What follows belongs to an exercise in optimizing a design on an open flow for small area, a short achievable clock period and few clock cycles per item; a production flow would make more cautious choices. Only simulation tests tie the RTL to the original design; equivalence was not proved. No activity file was given, so power comes from the tool's default toggle rates.

==> flow/design.v (excerpt) <==
module mm_top
(
  input  logic        clk_i,
  input  logic        rst_i,
  input  logic        in_valid_i,
  input  logic [35:0] in_beat_i,
  output logic        in_ready_o,
  output logic        z_valid_o,
  output logic [79:0] z_o,
  input  logic        z_ready_i,
  output logic        busy_o
);
Size: roughly 2,300 cells after synthesis, ~120 I/O pins.
Settings: LEC_CHECK=0, CAP_MARGIN=20, CORE_MARGIN=2, CORE_UTILIZATION=40, CTS_CLUSTER_DIAMETER=120, CTS_CLUSTER_SIZE=32, SETUP_SLACK_MARGIN=4.2, SLEW_MARGIN=20; clock period 7.0 ns.
run.sh (not shown) runs the stock make flow with config.mk's settings and CLKGATE_MAP_FILE= SYNTH_SCRIPT=/design/flow/synth_recipe.tcl, a recipe that flattens the netlist after the stock synthesis.
Testbench counts at the start, summed over its fixed seeds: cycles 3,136, jobs 512.
==> next run, changes <==
Settings changed: ABC_CLOCK_PERIOD_IN_PS set to 1000, CTS_CLUSTER_DIAMETER 120 to not set, CTS_CLUSTER_SIZE 32 to not set, SETUP_SLACK_MARGIN 4.2 to 4.5.
Effect:
- area after synthesis does not change
- final area goes up by 6.4%
- clock skew came out lower by 0.011 ns
- sequential power is about the same
==> next run, changes <==
Settings changed: ABC_CLOCK_PERIOD_IN_PS 1000 to not set, CORE_UTILIZATION 40 to 55, CTS_CLUSTER_DIAMETER set to 90, CTS_CLUSTER_SIZE set to 24.
Effect: Die area falls by 27%; final area falls by 2.5%; routed wire length goes up by 3.2%; via count hardly moves; clock power decreases by 37%; global-route usage is higher by 6.5 points; utilization goes up by 16 points; total power is lower by 17%; worst setup slack is worse by 0.15 ns.
==> next run, changes <==
==> flow/flow/run.sh (new file) <==
#!/bin/bash
# Layout with the standard flow; the only change is the port buffers:
# every input and output port still gets one, but as buf_2 rather than the
# delay cell the flow's default choice picks.
set -euo pipefail
export BUFFER_PORTS_ARGS="-buffer_cell sky130_fd_sc_hd__buf_2"
bash standard.sh synth > synth.log 2>&1
bash standard.sh > layout.log 2>&1
==> flow/standard.sh (new file) <==
#!/bin/bash
# synth_recipe.tcl (not shown) runs the flow's synth.tcl, then flattens the netlist and writes it again
# the make line also repeats each setting of config.mk as NAME=value (left out here)
make -C /OpenROAD-flow-scripts/flow DESIGN_CONFIG=/design/flow/config.mk WORK_HOME=/design/flow/orfs CLKGATE_MAP_FILE= SYNTH_SCRIPT=/design/flow/synth_recipe.tcl "${@:-finish}"
Settings changed: CORE_UTILIZATION 55 to 40, CTS_CLUSTER_DIAMETER 90 to 110, CTS_CLUSTER_SIZE 24 to 26, SETUP_SLACK_MARGIN 4.5 to 4.2.
removed: flow/run.sh
=>
- The new run went through all stages and came out clean
- routed wire length shrinks by roughly a tenth
- global-route usage shrinks by 7.8 points
- area after synthesis is unchanged
- via count shrinks by a few percent
- cell area shrinks by a few percent
- sequential cell count stays the same

mm_top, a different RTL version from the one above (not shown whole).
Size: roughly 2300 cells after synthesis, ~590 flip-flops, about 28000 um^2 of cells after synthesis.
==> flow/config.mk <==
export PLATFORM = sky130hd
export DESIGN_NAME = mm_top
export DESIGN_NICKNAME = mm_top
export VERILOG_FILES = /design/flow/design.v
export SDC_FILE = /design/flow/constraint.sdc
export NUM_CORES = 4
export LEC_CHECK = 0
export CAP_MARGIN = 20
export CORE_MARGIN = 2
export CORE_UTILIZATION = 42
export CTS_CLUSTER_DIAMETER = 110
export CTS_CLUSTER_SIZE = 26
export SETUP_SLACK_MARGIN = 4.35
export SLEW_MARGIN = 20
==> flow/constraint.sdc <==
create_clock -name core_clock -period 7.0 [get_ports {clk_i}]
set_input_delay 1.4000 -clock core_clock [delete_from_list [all_inputs] [get_ports {clk_i}]]
set_output_delay 1.4000 -clock core_clock [all_outputs]
set_load 0.01 [all_outputs]
standard.sh (not shown) runs the stock make flow with config.mk's settings and CLKGATE_MAP_FILE= SYNTH_SCRIPT=/design/flow/synth_recipe.tcl, a recipe that flattens the netlist after the stock synthesis.
==> flow/flow/run.sh <==
#!/bin/bash
# Layout with the standard flow; the only change is the port buffers:
# every input and output port still gets one, but as buf_1 rather than the
# delay cell the flow's default choice picks.
set -euo pipefail
export BUFFER_PORTS_ARGS="-buffer_cell sky130_fd_sc_hd__buf_1"
bash standard.sh synth > synth.log 2>&1
bash standard.sh > layout.log 2>&1
Testbench counts at the start, summed over its fixed seeds: cycles 3,136, jobs 512.
Change:
- CAP_MARGIN: 20 -> 10
- CORE_UTILIZATION: 42 -> 40
- SLEW_MARGIN: 20 -> 10
Setup slack degrades by 0.23 ns; core utilization falls by 2.7 points; first-iteration DRC count falls by 3.4%; worst hold slack stays flat; synthesized area stays the same; critical path depth fell by 1; final cell count goes up by 0.56%; wire length increases by 1.1%.
Change:
- CAP_MARGIN: 10 -> 20
- CORE_UTILIZATION: 40 -> 56
- SLEW_MARGIN: 10 -> 20
What happened:
- The changed run went through all stages and came out clean
- first-iteration DRC count grows by 4.7%
- core utilization went up by 18 points
- synthesized cell count does not change
- wire length barely changes
- hold slack got worse by 0.0046 ns
- via count came out lower by 0.33%

[re-timing with driven ports]
How much do the figures lean on ideal ports? The routed layouts below were timed once more, with nothing changed but the port constraints. Step 1 sets driving cells, clkbuf_16 on the clock port and buf_2 on the other inputs (assumed; they add their load-dependent delay and slew). Step 2 also shifts input and output timing later by t, the mid clock arrival at the registers, as if the neighbouring blocks saw the same clock. Three values: ideal, step 1, step 2; two values: the first two.
run | t, ns | setup slack, ns | worst data-port slew with drivers (ns)
the first run of note 1 | 0.653 | 4.262 / 4.224 / 3.670 | 0.04
the second run of note 1 | 0.677 | 4.224 / 4.224 / 3.749 | 0.04
the third run of note 1 | 0.683 | 4.071 / 4.071 / 3.753 | 0.04
the fourth run of note 1 | 0.682 | 4.150 / 4.150 / 3.653 | 0.04
the first run of note 2 | 0.663 | 4.378 / 4.383 / 3.755 | 0.04
the second run of note 2 | 0.659 | 4.144 / 4.183 / 3.524 | 0.05
the third run of note 2 | 0.658 | 4.283 / 4.283 / 3.724 | 0.03
After both steps every run listed still meets setup and hold. For the first run of note 2, which loses most, drivers alone change the setup slack by +0.005 ns; drivers and shift together by -0.623 ns.
